What follows belongs to an exercise in optimizing a design on an open flow for small area, a short achievable clock period and few clock cycles per item; a production flow would make more cautious choices. No run shown here included a check of the RTL's function; only the layout flow was run. Power is estimated from default activity; no workload was simulated.

==> flow/design.v (outline; a module is shown in full before it is edited, if it fits) <==
// module two_point_weight_conversion: 1640 lines
module two_point_weight_conversion #(
    parameter int SAMPLE_BITS = 16
) (
    input  logic                   clk,
    input  logic                   rst_n,
    input  logic                   cfg_we,
    input  logic [1:0]             cfg_index,
    input  logic [15:0]            cfg_data,
    input  logic                   in_valid,
    output logic                   in_stall,
    input  logic [SAMPLE_BITS-1:0] adc_sample,
    output logic                   out_valid,
    input  logic                   out_stall,
    output logic [31:0]            weight_value,
    output logic                   below_zero,
    output logic                   span_error
);
  // ...
==> flow/flow/run.sh <==
#!/bin/bash
# Standard layout, with timing repair aimed at a setup slack of 6.4 ns.
set -euo pipefail
bash standard.sh SETUP_SLACK_MARGIN=6.4 finish > standard_flow.log 2>&1
test -f out/final.def
==> flow/standard.sh <==
#!/bin/bash
# synth_recipe.tcl (not shown) runs the flow's synth.tcl, then flattens the netlist and writes it again
# the make line also repeats each setting of config.mk as NAME=value (left out here)
make -C /OpenROAD-flow-scripts/flow DESIGN_CONFIG=/design/flow/config.mk WORK_HOME=/design/flow/orfs CLKGATE_MAP_FILE= SYNTH_SCRIPT=/design/flow/synth_recipe.tcl "${@:-finish}"
==> flow/config.mk <==
export PLATFORM = sky130hd
export DESIGN_NAME = two_point_weight_conversion
export DESIGN_NICKNAME = two_point_weight_conversion
export VERILOG_FILES = /design/flow/design.v
export SDC_FILE = /design/flow/constraint.sdc
export NUM_CORES = 4
export LEC_CHECK = 0
export CAP_MARGIN = 20
export CORE_MARGIN = 2
export CORE_UTILIZATION = 40
export SLEW_MARGIN = 20
==> flow/constraint.sdc <==
create_clock -name core_clock -period 10.0 [get_ports {clk}]
set_input_delay 2.0000 -clock core_clock [delete_from_list [all_inputs] [get_ports {clk}]]
set_output_delay 2.0000 -clock core_clock [all_outputs]
set_load 0.01 [all_outputs]
==> summary.md, run 1 <==
The flow ran to the end and the layout has no timing, DRC or antenna violations. The largest net degree at the start of global routing came out at 165. For the power consumed by the clock network, the log shows 0.00410 W. The most critical setup path has its endpoint at q_r[26]. In this run, power in combinational logic comes to 0.0146 W. Cells fill 45.87% of the core in the end. The die height was 403.4 um. Endpoint of the worst-slack reg-to-reg timing path: q_r[26]. Non-clock buffering takes up 3.212% of total cell area after layout. The run gives 42069 as the via count. The global-route track usage on met1 is 27.22%. The internal power summed over all cells came out at 0.01539 W.

During I/O placement, the number of pins put on the boundary was 75. A synthesized cell averages 11.62 um^2. The kind of end point of the critical path was a flop.

Once placement finished, the instance area stood at 0.06698 mm^2. The share of the Yosys chip area taken by registers is 44.33%. The path class of the lowest-slack min-delay path is reg -> reg. The number of DRC violations after detailed-routing iteration 0 came out at 3253. Global routing met2 resource utilization: 34.53%. In this run the most used layer during global routing was met2.

The post-route clock skew is 47.65 ps, and the proportion of total power due to net switching is 41.27%. The number of fillers in the final layout is 14322. The layout inverter count without the clock tree came out at 692. The run gives 0.07265 mm^2 as the final instance area. The tools report the number of hold-slack violations in the final timing report as 0.

TritonCTS created 107 clock buffers. In the final layout, multi-input gates take up 45.65% of the cell area. The run gives 126.5 mm as the placed wire-length estimate.

In the final layout, the registers with the most flip-flops are kc_r (32), kcs_s (32), kp_0 (32). The library cell with the highest instance count after synthesis was edfxtp_1.
==> inputs of run 2 (changes only) <==
--- a/flow/design.v
+++ b/flow/design.v
@@ -58,31 +58,32 @@
                     2'd2: w2_r <= dat_q[13:0];
                     default: c2_r <= dat_q;
                 endcase
             end
         end
     end
     logic        cnt_gt, cnt_ge, err_c;
     logic [14:0] diff_c;
-    logic [15:0] adc_c;
+    logic [15:0] adc_c, am1_c;
     assign cnt_gt = (c1_r > c2_r);
     assign cnt_ge = (c1_r >= c2_r);
     assign diff_c = cnt_ge ? ({1'b0, w1_r} - {1'b0, w2_r}) : ({1'b0, w2_r} - {1'b0, w1_r});
     assign adc_c  = cnt_gt ? (c1_r - c2_r) : (cnt_ge ? 16'd1 : (c2_r - c1_r));
+    assign am1_c  = cnt_gt ? (c1_r + ~c2_r) : (cnt_ge ? 16'd0 : (c2_r + ~c1_r));
     assign err_c  = diff_c[14] || (diff_c == 15'd0);
     localparam logic [3:0] S_IDLE = 4'd0, S_LOAD = 4'd1, S_M0 = 4'd2, S_M1 = 4'd3,
                            S_M2 = 4'd4, S_M3 = 4'd5, S_AB = 4'd6, S_C = 4'd7,
                            S_P = 4'd8, S_W = 4'd9;
     logic [3:0]  st, st_next;
     logic [4:0]  cnt;
     logic        err_r;
-    logic [15:0] a_r;       
-    logic [17:0] an_r;      
+    logic [15:0] m_r;       
     logic [15:0] dw_r;      
+    logic        one_r;     
     logic [25:0] dq_r;      
     logic [15:0] e0_r, e1_r, e2_r, rb_r;    
     logic [15:0] hc_r;      
     logic [31:0] kc_r;      
     logic [13:0] ra_r;      
     logic [29:0] ma_r;      
     logic [15:0] x_r;
     logic        x_v;
@@ -112,28 +113,32 @@
         endcase
         if (we_q)
             st_next = S_LOAD;
     end
     logic [14:0] ua_trial;
     logic [16:0] ua_diff;
     logic [13:0] ua_rem;
     assign ua_trial = {ra_r, ma_r[29]};
-    assign ua_diff  = {2'b00, ua_trial} - {1'b0, dw_r};
+    logic        ua_ci;
+    logic [17:0] ua_sum;
+    assign ua_ci    = (st != S_C);
+    assign ua_sum   = {2'b00, ua_trial, ua_ci} + {~{1'b0, dw_r}, ua_ci};
+    assign ua_diff  = ua_sum[17:1];
     assign ua_rem   = ua_diff[16] ? ua_trial[13:0] : ua_diff[13:0];
     logic [16:0] ub_trial;
     logic [17:0] ub_diff;
     logic [15:0] ub_rem;
     assign ub_trial = {rb_r, dq_r[25]};
-    assign ub_diff  = {1'b0, ub_trial} - {2'b00, a_r};
+    assign ub_diff  = {1'b0, ub_trial} + ~{2'b00, m_r};
     assign ub_rem   = ub_diff[17] ? ub_trial[15:0] : ub_diff[15:0];
     logic [16:0] r5;
     logic [15:0] hc_new;
     logic [14:0] kc_p;
-    assign hc_new = r5[16] ? (16'd0 - r5[15:0]) : (a_r - r5[15:0]);
+    assign hc_new = r5[16] ? ~r5[15:0] : (m_r - r5[15:0]);
     assign kc_p   = {1'b0, ma_r[13:0]} - {1'b0, w1_r};
     always_ff @(posedge clk or negedge rst_n)
     begin
         if (!rst_n)
         begin
             st      <= S_LOAD;
             stall_r <= 1'b1;
             x_v     <= 1'b0;
@@ -149,39 +154,37 @@
     always_ff @(posedge clk)
     begin
         if (st == S_IDLE && en)
             x_r <= adc_sample;
         case (st)
             S_LOAD:
             begin
                 dw_r  <= {2'b00, diff_c[13:0]};
-                a_r   <= adc_c;
+                m_r   <= am1_c;
                 err_r <= err_c;
                 dq_r  <= {w1_r, 12'd0};
-                kc_r  <= '0;
+                kc_r  <= {18'd0, w1_r};
             end
-            S_M0:
-                an_r <= 18'd0 - {2'b00, a_r};
             S_M3:
             begin
                 ma_r <= kx1[29:0];
                 ra_r <= '0;
                 dq_r <= {dw_r[13:0], 12'd0};
                 rb_r <= '0;
                 cnt  <= 5'd0;
             end
             S_AB:
             begin
                 cnt <= cnt + 5'd1;
                 if (cnt == 5'd29)
                 begin
                     ma_r <= {ua_rem, 16'd0};
                     ra_r <= '0;
-                    dw_r <= a_r;
+                    dw_r <= m_r;
                     cnt  <= 5'd0;
                 end
                 else
                 begin
                     ma_r <= {ma_r[28:0], 1'b0};
                     ra_r <= ua_rem;
                 end
                 if (cnt < 5'd26)
@@ -199,32 +202,37 @@
             S_C:
             begin
                 cnt  <= (cnt == 5'd13) ? 5'd0 : cnt + 5'd1;
                 ma_r <= {ma_r[28:0], ~ua_diff[16]};
                 ra_r <= ua_rem;
             end
             S_P:
             begin
-                hc_r <= {2'b00, ra_r};
+                hc_r  <= {2'b00, ra_r};
+                one_r <= 1'b0;
                 kc_r <= {{17{kc_p[14]}}, kc_p};
                 x_r  <= c1_r;
             end
             S_W:
             begin
                 cnt <= cnt + 5'd1;
                 if (cnt == 5'd8)
-                    hc_r <= hc_new;
+                begin
+                    hc_r  <= hc_new;
+                    one_r <= 1'b1;
+                end
                 if (cnt == 5'd9)
                 begin
                     kc_r <= ~kx1;
                     if (err_r)
                     begin
                         kc_r <= '1;
-                        hc_r <= a_r;
+                        hc_r  <= m_r;
+                        one_r <= 1'b1;
                         dq_r <= '0;
                         e0_r <= '0;
                         e1_r <= '0;
                         e2_r <= '0;
                         rb_r <= '0;
                     end
                 end
             end
@@ -582,18 +590,18 @@
     assign ta_319 = ta_216 ^ ta_217 ^ ta_219;
     assign ta_320 = (ta_216 & ta_217) | (ta_216 & ta_219) | (ta_217 & ta_219);
     assign ta_321 = ta_221 ^ (x_r[14] & ee[3][15]) ^ (x_r[15] & ee[3][14]);
     assign ta_322 = (ta_221 & (x_r[14] & ee[3][15])) | (ta_221 & (x_r[15] & ee[3][14])) | ((x_r[14] & ee[3][15]) & (x_r[15] & ee[3][14]));
     assign ta_323 = ta_218 ^ ta_220 ^ ta_222;
     assign ta_324 = (ta_218 & ta_220) | (ta_218 & ta_222) | (ta_220 & ta_222);
     assign ta_325 = (x_r[3] & ee[0][15]) ^ (x_r[7] & ee[1][15]) ^ (x_r[11] & ee[2][15]);
     assign ta_326 = ((x_r[3] & ee[0][15]) & (x_r[7] & ee[1][15])) | ((x_r[3] & ee[0][15]) & (x_r[11] & ee[2][15])) | ((x_r[7] & ee[1][15]) & (x_r[11] & ee[2][15]));
-    assign ta_327 = (x_r[0] & ee[0][0]) ^ (x_r[4] & ee[1][0]);
-    assign ta_328 = (x_r[0] & ee[0][0]) & (x_r[4] & ee[1][0]);
+    assign ta_327 = (x_r[0] & ee[0][0]) ^ (x_r[4] & ee[1][0]) ^ (x_r[8] & ee[2][0]);
+    assign ta_328 = ((x_r[0] & ee[0][0]) & (x_r[4] & ee[1][0])) | ((x_r[0] & ee[0][0]) & (x_r[8] & ee[2][0])) | ((x_r[4] & ee[1][0]) & (x_r[8] & ee[2][0]));
     assign ta_329 = ta_223 ^ ta_225 ^ (x_r[9] & ee[2][0]);
     assign ta_330 = (ta_223 & ta_225) | (ta_223 & (x_r[9] & ee[2][0])) | (ta_225 & (x_r[9] & ee[2][0]));
     assign ta_331 = (x_r[12] & ee[3][1]) ^ (x_r[13] & ee[3][0]);
     assign ta_332 = (x_r[12] & ee[3][1]) & (x_r[13] & ee[3][0]);
     assign ta_333 = ta_224 ^ ta_226 ^ ta_227;
     assign ta_334 = (ta_224 & ta_226) | (ta_224 & ta_227) | (ta_226 & ta_227);
     assign ta_335 = ta_229 ^ ta_231 ^ hc_r[2];
     assign ta_336 = (ta_229 & ta_231) | (ta_229 & hc_r[2]) | (ta_231 & hc_r[2]);
@@ -666,19 +674,19 @@
     logic [21:0] tp_1;
     logic [21:0] tp_2;
     logic [21:0] tp_3;
     always_ff @(posedge clk)
     begin
         if (en)
         begin
             tp_0 <= {1'b0, 1'b0, ta_398, ta_394, ta_390, ta_386, ta_382, ta_378, ta_374, ta_370, ta_366, ta_362, ta_358, ta_354, ta_350, ta_346, ta_342, ta_338, ta_334, ta_330, ta_328, ta_327};
-            tp_1 <= {1'b0, 1'b0, ta_400, ta_396, ta_392, ta_388, ta_384, ta_380, ta_376, ta_372, ta_368, ta_364, ta_360, ta_356, ta_352, ta_348, ta_344, ta_340, ta_336, ta_332, ta_329, (x_r[8] & ee[2][0])};
-            tp_2 <= {1'b0, 1'b0, ta_324, ta_397, ta_393, ta_389, ta_385, ta_381, ta_377, ta_373, ta_369, ta_365, ta_361, ta_357, ta_353, ta_349, ta_345, ta_341, ta_337, ta_333, ta_331, (x_r[12] & ee[3][0])};
-            tp_3 <= {1'b0, 1'b0, ta_326, ta_399, ta_395, ta_391, ta_387, ta_383, ta_379, ta_375, ta_371, ta_367, ta_363, ta_359, ta_355, ta_351, ta_347, ta_343, ta_339, ta_335, hc_r[1], hc_r[0]};
+            tp_1 <= {1'b0, 1'b0, ta_400, ta_396, ta_392, ta_388, ta_384, ta_380, ta_376, ta_372, ta_368, ta_364, ta_360, ta_356, ta_352, ta_348, ta_344, ta_340, ta_336, ta_332, ta_329, (x_r[12] & ee[3][0])};
+            tp_2 <= {1'b0, 1'b0, ta_324, ta_397, ta_393, ta_389, ta_385, ta_381, ta_377, ta_373, ta_369, ta_365, ta_361, ta_357, ta_353, ta_349, ta_345, ta_341, ta_337, ta_333, ta_331, hc_r[0]};
+            tp_3 <= {1'b0, 1'b0, ta_326, ta_399, ta_395, ta_391, ta_387, ta_383, ta_379, ta_375, ta_371, ta_367, ta_363, ta_359, ta_355, ta_351, ta_347, ta_343, ta_339, ta_335, hc_r[1], one_r};
             sb_r <= x_r;
         end
     end
     logic tc_1, tc_2, tc_3, tc_4, tc_5, tc_6, tc_7, tc_8, tc_9, tc_10, tc_11, tc_12, tc_13, tc_14, tc_15, tc_16;
     logic tc_17, tc_18, tc_19, tc_20, tc_21, tc_22, tc_23, tc_24, tc_25, tc_26, tc_27, tc_28, tc_29, tc_30, tc_31, tc_32;
     logic tc_33, tc_34, tc_35, tc_36, tc_37, tc_38, tc_39, tc_40, tc_41, tc_42, tc_43, tc_44, tc_45, tc_46, tc_47, tc_48;
     logic tc_49, tc_50, tc_51, tc_52, tc_53, tc_54, tc_55, tc_56, tc_57, tc_58, tc_59, tc_60, tc_61, tc_62, tc_63, tc_64;
     logic tc_65, tc_66, tc_67, tc_68, tc_69, tc_70, tc_71, tc_72, tc_73, tc_74, tc_75, tc_76, tc_77, tc_78, tc_79, tc_80;
@@ -781,91 +789,103 @@
             tc_r <= t_low[6];
             sc_r <= sb_r;
         end
     end
     logic [17:0] dt_0;
     logic [17:0] d0x, d0y, d0s, d0c;
     assign d0x = {1'b0, th_s, tl_r[5]};
     assign d0y = {1'b0, th_c, tc_r};
-    assign d0s = d0x ^ d0y ^ an_r;
-    assign d0c = {((d0x[16:0] & d0y[16:0]) | (d0x[16:0] & an_r[16:0]) | (d0y[16:0] & an_r[16:0])), 1'b0};
+    logic [17:0] d0z;
+    assign d0z = ~{2'b00, m_r};
+    assign d0s = d0x ^ d0y ^ d0z;
+    assign d0c = {((d0x[16:0] & d0y[16:0]) | (d0x[16:0] & d0z[16:0]) | (d0y[16:0] & d0z[16:0])), 1'b0};
     logic [18:0] d0sum;
     assign d0sum = {d0s, tc_r} + {d0c, tc_r};
     assign dt_0 = d0sum[18:1];
     logic [16:0] dr_0;
     logic [5:0] dn_0;
     logic [15:0] ds_0;
     always_ff @(posedge clk)
     begin
         if (en)
         begin
             dr_0 <= dt_0[16:0];
             dn_0 <= {tl_r[4:0], ~dt_0[17]};
             ds_0 <= sc_r;
         end
     end
     logic [17:0] dt_1;
-    assign dt_1 = {dr_0, dn_0[5]} + (dr_0[16] ? {2'b00, a_r} : an_r);
+    logic [18:0] dt_1w;
+    assign dt_1w = {dr_0, dn_0[5], dr_0[16]} + {({2'b00, m_r} ^ {18{~dr_0[16]}}), dr_0[16]};
+    assign dt_1 = dt_1w[18:1];
     logic [16:0] dr_1;
     logic [5:0] dn_1;
     logic [15:0] ds_1;
     always_ff @(posedge clk)
     begin
         if (en)
         begin
             dr_1 <= dt_1[16:0];
             dn_1 <= {dn_0[4:0], ~dt_1[17]};
             ds_1 <= ds_0;
         end
     end
     logic [17:0] dt_2;
-    assign dt_2 = {dr_1, dn_1[5]} + (dr_1[16] ? {2'b00, a_r} : an_r);
+    logic [18:0] dt_2w;
+    assign dt_2w = {dr_1, dn_1[5], dr_1[16]} + {({2'b00, m_r} ^ {18{~dr_1[16]}}), dr_1[16]};
+    assign dt_2 = dt_2w[18:1];
     logic [16:0] dr_2;
     logic [5:0] dn_2;
     logic [15:0] ds_2;
     always_ff @(posedge clk)
     begin
         if (en)
         begin
             dr_2 <= dt_2[16:0];
             dn_2 <= {dn_1[4:0], ~dt_2[17]};
             ds_2 <= ds_1;
         end
     end
     logic [17:0] dt_3;
-    assign dt_3 = {dr_2, dn_2[5]} + (dr_2[16] ? {2'b00, a_r} : an_r);
+    logic [18:0] dt_3w;
+    assign dt_3w = {dr_2, dn_2[5], dr_2[16]} + {({2'b00, m_r} ^ {18{~dr_2[16]}}), dr_2[16]};
+    assign dt_3 = dt_3w[18:1];
     logic [16:0] dr_3;
     logic [5:0] dn_3;
     logic [15:0] ds_3;
     always_ff @(posedge clk)
     begin
         if (en)
         begin
             dr_3 <= dt_3[16:0];
             dn_3 <= {dn_2[4:0], ~dt_3[17]};
             ds_3 <= ds_2;
         end
     end
     logic [17:0] dt_4;
-    assign dt_4 = {dr_3, dn_3[5]} + (dr_3[16] ? {2'b00, a_r} : an_r);
+    logic [18:0] dt_4w;
+    assign dt_4w = {dr_3, dn_3[5], dr_3[16]} + {({2'b00, m_r} ^ {18{~dr_3[16]}}), dr_3[16]};
+    assign dt_4 = dt_4w[18:1];
     logic [16:0] dr_4;
     logic [5:0] dn_4;
     logic [15:0] ds_4;
     always_ff @(posedge clk)
     begin
         if (en)
         begin
             dr_4 <= dt_4[16:0];
             dn_4 <= {dn_3[4:0], ~dt_4[17]};
-            ds_4 <= (st == S_M0) ? a_r : ds_3;
+            ds_4 <= (st == S_M0) ? m_r : ds_3;
         end
     end
     logic [17:0] dt_5;
-    assign dt_5 = {dr_4, dn_4[5]} + (dr_4[16] ? {2'b00, a_r} : an_r);
+    logic [18:0] dt_5w;
+    assign dt_5w = {dr_4, dn_4[5], dr_4[16]} + {({2'b00, m_r} ^ {18{~dr_4[16]}}), dr_4[16]};
+    assign dt_5 = dt_5w[18:1];
     logic [16:0] dr_5;
     logic [5:0] dn_5;
     logic ka_1, ka_2, ka_3, ka_4, ka_5, ka_6, ka_7, ka_8, ka_9, ka_10, ka_11, ka_12, ka_13, ka_14, ka_15, ka_16;
     logic ka_17, ka_18, ka_19, ka_20, ka_21, ka_22, ka_23, ka_24, ka_25, ka_26, ka_27, ka_28, ka_29, ka_30, ka_31, ka_32;
     logic ka_33, ka_34, ka_35, ka_36, ka_37, ka_38, ka_39, ka_40, ka_41, ka_42, ka_43, ka_44, ka_45, ka_46, ka_47, ka_48;
     logic ka_49, ka_50, ka_51, ka_52, ka_53, ka_54, ka_55, ka_56, ka_57, ka_58, ka_59, ka_60, ka_61, ka_62, ka_63, ka_64;
     logic ka_65, ka_66, ka_67, ka_68, ka_69, ka_70, ka_71, ka_72, ka_73, ka_74, ka_75, ka_76, ka_77, ka_78, ka_79, ka_80;
     logic ka_81, ka_82, ka_83, ka_84, ka_85, ka_86, ka_87, ka_88, ka_89, ka_90, ka_91, ka_92, ka_93, ka_94, ka_95, ka_96;
@@ -1582,17 +1602,17 @@
     assign kd_173 = kd_114 ^ kp_0[29];
     assign kd_174 = kd_114 & kp_0[29];
     logic [31:0] kb_s, kb_c;
     assign kb_s = {kp_0[31], kd_174, kd_172, kd_170, kd_168, kd_166, kd_164, kd_162, kd_160, kd_158, kd_156, kd_154, kd_152, kd_150, kd_148, kd_146, kd_144, kd_142, kd_140, kd_138, kd_136, kd_134, kd_132, kd_130, kd_128, kd_126, kd_124, kd_122, kd_120, kd_118, kd_116, kd_115};
     assign kb_c = {1'b0, kp_0[30], kd_173, kd_171, kd_169, kd_167, kd_165, kd_163, kd_161, kd_159, kd_157, kd_155, kd_153, kd_151, kd_149, kd_147, kd_145, kd_143, kd_141, kd_139, kd_137, kd_135, kd_133, kd_131, kd_129, kd_127, kd_125, kd_123, kd_121, kd_119, kd_117, dn_5[0]};
     logic [31:0] kcs_s, kcs_c;
     logic        rt0_r;
     logic        rt0;
-    assign rt0 = (r5 == 17'd0) || (r5 == {1'b1, an_r[15:0]});
+    assign rt0 = (r5 == 17'd0) || (r5 == ~{1'b0, m_r});
     always_ff @(posedge clk)
     begin
         if (en)
         begin
             kcs_s <= kb_s;
             kcs_c <= kb_c;
             rt0_r <= rt0;
         end
==> flow/flow/run.sh (replaced) <==
#!/bin/bash
# Standard layout, with timing repair aimed at a setup slack of 6.3 ns.
set -euo pipefail
bash standard.sh SETUP_SLACK_MARGIN=6.3 finish > standard_flow.log 2>&1
test -f out/final.def
==> summary.md, run 2 <==
The tools report the minimum setup slack after placement as 5424 ps. The total buffers and inverters traversed by the critical path works out to 4. The CTS root buffer is clkbuf_16. Summed over its instances, the top area cell type makes up 40.30% of the synthesized netlist area. The total overflow left after global routing is 0. The logs give 23.77% for the remaining max-slew budget at the tightest pin and 0.07154 mm^2 (-1.5%) for the final instance area. The endpoint arrival time on the critical path came out at 4260 ps. The logs give 124.7 mm (-1.4%) for the placed wire-length estimate and 0 for the number of buffers added to fix hold violations after cts. The run gives 98 as the distinct cell type count of the synthesized netlist. The post-synthesis average cell area was 11.61 um^2 (-0.11%); the number of buffer cells added on primary ports was 73. In the layout the commonest cells are edfxtp_1, inv_1, nand2_1. The largest fanout on the critical path was 7; the number of core rows was 145. Counting every instance in the synthesized netlist gives 5451. The post-synthesis cell type with the largest combined area was edfxtp_1.

For this run, the number of Yosys warnings is 2. Hold timing on the final database bottoms out at a slack of 390.5 ps. The prevailing post-synth register cell is edfxtp_1. The maximum single-stage delay on the critical path came out at 450 ps. The first global-routing pass estimated 252.9 mm of wire. The die width is 401.7 um, and the first-pass iteration count of the detailed router is 8.

The largest registers in the layout are kc_r (32), kcs_s (32), kp_0 (32). Number of synthesized flops with an enable pin: 849. The flow ran to the end and the layout has no timing, DRC or antenna violations.

Setup repair after global routing could not meet its margin everywhere. Top-level I/O count: 75 (unchanged). The post-route clock skew was 59.09 ps (+11.44 ps); the largest net degree at the start of global routing was 181 (+9.7%).

By area the synthesized netlist is led by edfxtp_1, fa_1, ha_1. The tools report the overall global routing resource usage as 20.62%. Wires add up to 169.8 mm. The element type at the critical path start was a flop. Traced cell by cell, the critical path runs through buf_12 > buf_12 > buf_12 > buf_4 > fa_1 > a21o_1 > a21oi_1 > o21bai_1 > a31o_2 > a211oi_1 > o31ai_1 > xnor2_1 > o21ai_0 > o211ai_1 > a21oi_1. The layout overhead on the synthesized area came out at 13.08%. For the number of buffers created by CTS, the log shows 104 (-2.8%). The worst voltage drop across the vdd grid is 0.2286 mV.

Synthesis produced a netlist with a net count of 6405. The number of antenna violations at the first check in global routing is 8, and the effective utilization at floorplan is 40.41%. edfxtp_1 is the most common cell in the netlist.

The fraction of final layout cells sized beyond drive strength 1 was 10.41%. The cell area after placement is 0.06635 mm^2 (-0.94%), and the die height is 401.7 um (-0.43%). Setup violations remaining at the end of the flow were counted as 0. The run gives 3 as the buffer levels on the longest clock path. The via count is 41293 (-1.8%). The tools report the kind of end point of the critical path as a flop. Clock slew seen by the registers of the worst setup and hold paths: 60 ps. The core region is 0.1566 mm^2.

For the pin with the worst max-slew slack, the measured transition is 1143 ps. The portion of the clock cycle consumed by the worst path in the final layout was 36.86%; the die footprint was 0.1614 mm^2. The tool flagged a number of max-cap violations equal to 0. By count the netlist is led by edfxtp_1, inv_1, nand2_1. For the net total in the final layout, the log shows 6542. Tracing the worst setup path back leads to its startpoint at m_r[1].

The family with the most delay on the worst path is compound AO/OA/AOI/OAI gates. Standard cell with the maximum stage delay on the critical path: fa_1. The critical path start-end classification was reg -> reg.

The most numerous cell type found on the critical path is buf_12. The tools report the launch point of the worst hold path as tl_r[4]. The logs give 0.2713 GHz for the achievable clock frequency and 42012 for the number of global-route vias before repair. For this design the ratio of total power to cell area is 382.1 mW/mm^2. The required arrival time at the worst endpoint was 10570 ps; the worst-skew pair later-pin latency was 770 ps. For the remaining antenna violation count, the log shows 0. The min-delay analysis places its worst path in the category reg -> reg. Summed over all failing endpoints, the final setup total negative slack is 0 ps. The via count normalized by instance count was 5.336; the global placer's final weighted congestion was 0.8984. Number of hold-slack violations in the final timing report: 0 (unchanged).

The most common library cell in the layout ignoring fill and taps was edfxtp_1. Subtracting the final worst setup slack from the clock period gives 3686 ps. The async set or reset register ratio after synthesis is 8.254%, and the post-route DRC violation count is 0. For the depth of the CTS H-tree, the log shows 3. The tools report the number of DRC violations after detailed-routing iteration 0 as 3547 (+9.0%). For this design, the sink count on the clock tree is 945. The logs give 43.96% (-0.37 points) for the portion of the post-synthesis area used by sequential elements and 0.06326 mm^2 for the cell area after synthesis. The number of fillers in the final layout was 14255 (-0.47%); the wire length per cell was 21.94 um. The worst setup slack after layout came out at 6314 ps.

The synthesized flop and latch total was 945. The startpoint identified for the worst register-to-register timing path is m_r[1]. The final-report max-slew violation count was 0.

In this run the static leakage power is 30.49 nW. TritonCTS built the clock tree.
-- run 2: cell types whose count changed after synthesis, sizes merged, moves of 18 or more --
cell	before	now
and3	19	37
buf	11	34
clkbuf	181	152
inv	691	741
mux2	192	122
mux2i	49	68
nand2	667	630
o21ai	228	193
xnor2	164	232
-- run 2: cell type report --
type	count	area, um^2	area share (%)
Multi-Input combinational cell	3579	32790	45.84
Sequential cell	945	27820	38.89
Clock buffer	143	2879	4.025
Inverter	742	2823	3.946
Tap cell	2058	2575	3.600
Timing Repair Buffer	216	2116	2.958
Clock inverter	50	521.8	0.7294
Antenna cell	5	12.51	0.01749
-- run 2: cell families after synthesis --
kind of cell,Yosys count,synth area share [%]
XOR/XNOR,297,4.112
AO/OA/AOI/OAI,819,8.526
adder cells (fa/ha/maj),916,24.68
flip-flops,945,43.96
other,1,0.005928
multiplexers,190,3.283
buffers and inverters,928,5.605
AND/OR/NAND/NOR,1355,9.834
-- run 2: worst paths after layout --
path / endpoint / slack (ps) / cells after the start
min reg2reg: dn_0[5] / 390 / 0
max in group asynchronous: out_v / 7490 / 2
max: hc_r[14] / 6310 / 15
max reg2reg: hc_r[14] / 6310 / 15
min: dn_0[5] / 390 / 0
min in group asynchronous: c2_r[11] / 1180 / 1
-- run 2: metrics by stage --
stage / std cells / power (W) / utilization (%)
detailed placement: 7450 / 0.02242 / 42.38
finish: 7738 / 0.02734 / 45.69
global placement: 7448 / 0.02210 / 42.36
floorplan: 5451 / 0.01789 / -
global route: 7733 / 0.02954 / 45.68
CTS: 7667 / 0.02669 / 44.84
-- run 2: timing repair --
item	CTS	global route
resized for setup	68	114
pin swaps	22	39
endpoints found under the setup margin	188	184
setup buffers	23	64
gates cloned	1	2
-- run 2: where the power goes --
group          switching, W  internal, W  leakage [nW]
Clock               0.00168      0.00218          1.67
Sequential         0.000852      0.00670          9.91
Combinational       0.00904      0.00688          18.9
-- run 2: worst reg2reg max path, delay by kind of cell, from the launching register on --
family	cells	cell delay (ps)
AO/OA/AOI/OAI	9	1950
flip-flops	1	410
adder cells (fa/ha/maj)	1	450
buffers and inverters	4	550
XOR/XNOR	1	150
-- run 2: metal layers --
layer  part of all wire, %  global-route usage (%)
met4                   3.6                   6.885
met3                   6.6                   3.553
met1                    42                   27.25
met2                    47                   34.34
met5                 0.016                       0

port drivers added, routing unchanged:
Ports are ideal in the flow. The routed layouts listed here were re-timed in OpenROAD.
Step 1 assumes that a clkbuf_16 drives the clock port and a buf_2 every other input.
Step 2 times the ports against the registers' clock, not the clock port: input delays grow and output delays shrink by t, the midpoint of the rising clock arrivals with the driver on.
a / b / c = no drivers / after step 1 / after step 2; a / b = the first two.
run	t, ns	setup WS [ns]	latest minus earliest clock arrival (ns)	worst data-port slew with drivers (ns)	cell pins on the clock port's net
run 1	0.821	6.284 / 6.284 / 6.020	0.050 / 0.050	0.09	1
run 2	0.816	6.314 / 6.262 / 6.016	0.062 / 0.062	0.06	1
After both steps every run listed still meets setup and hold. For run 2, which loses most, drivers alone change the setup slack by -0.052 ns; drivers and shift together by -0.298 ns.
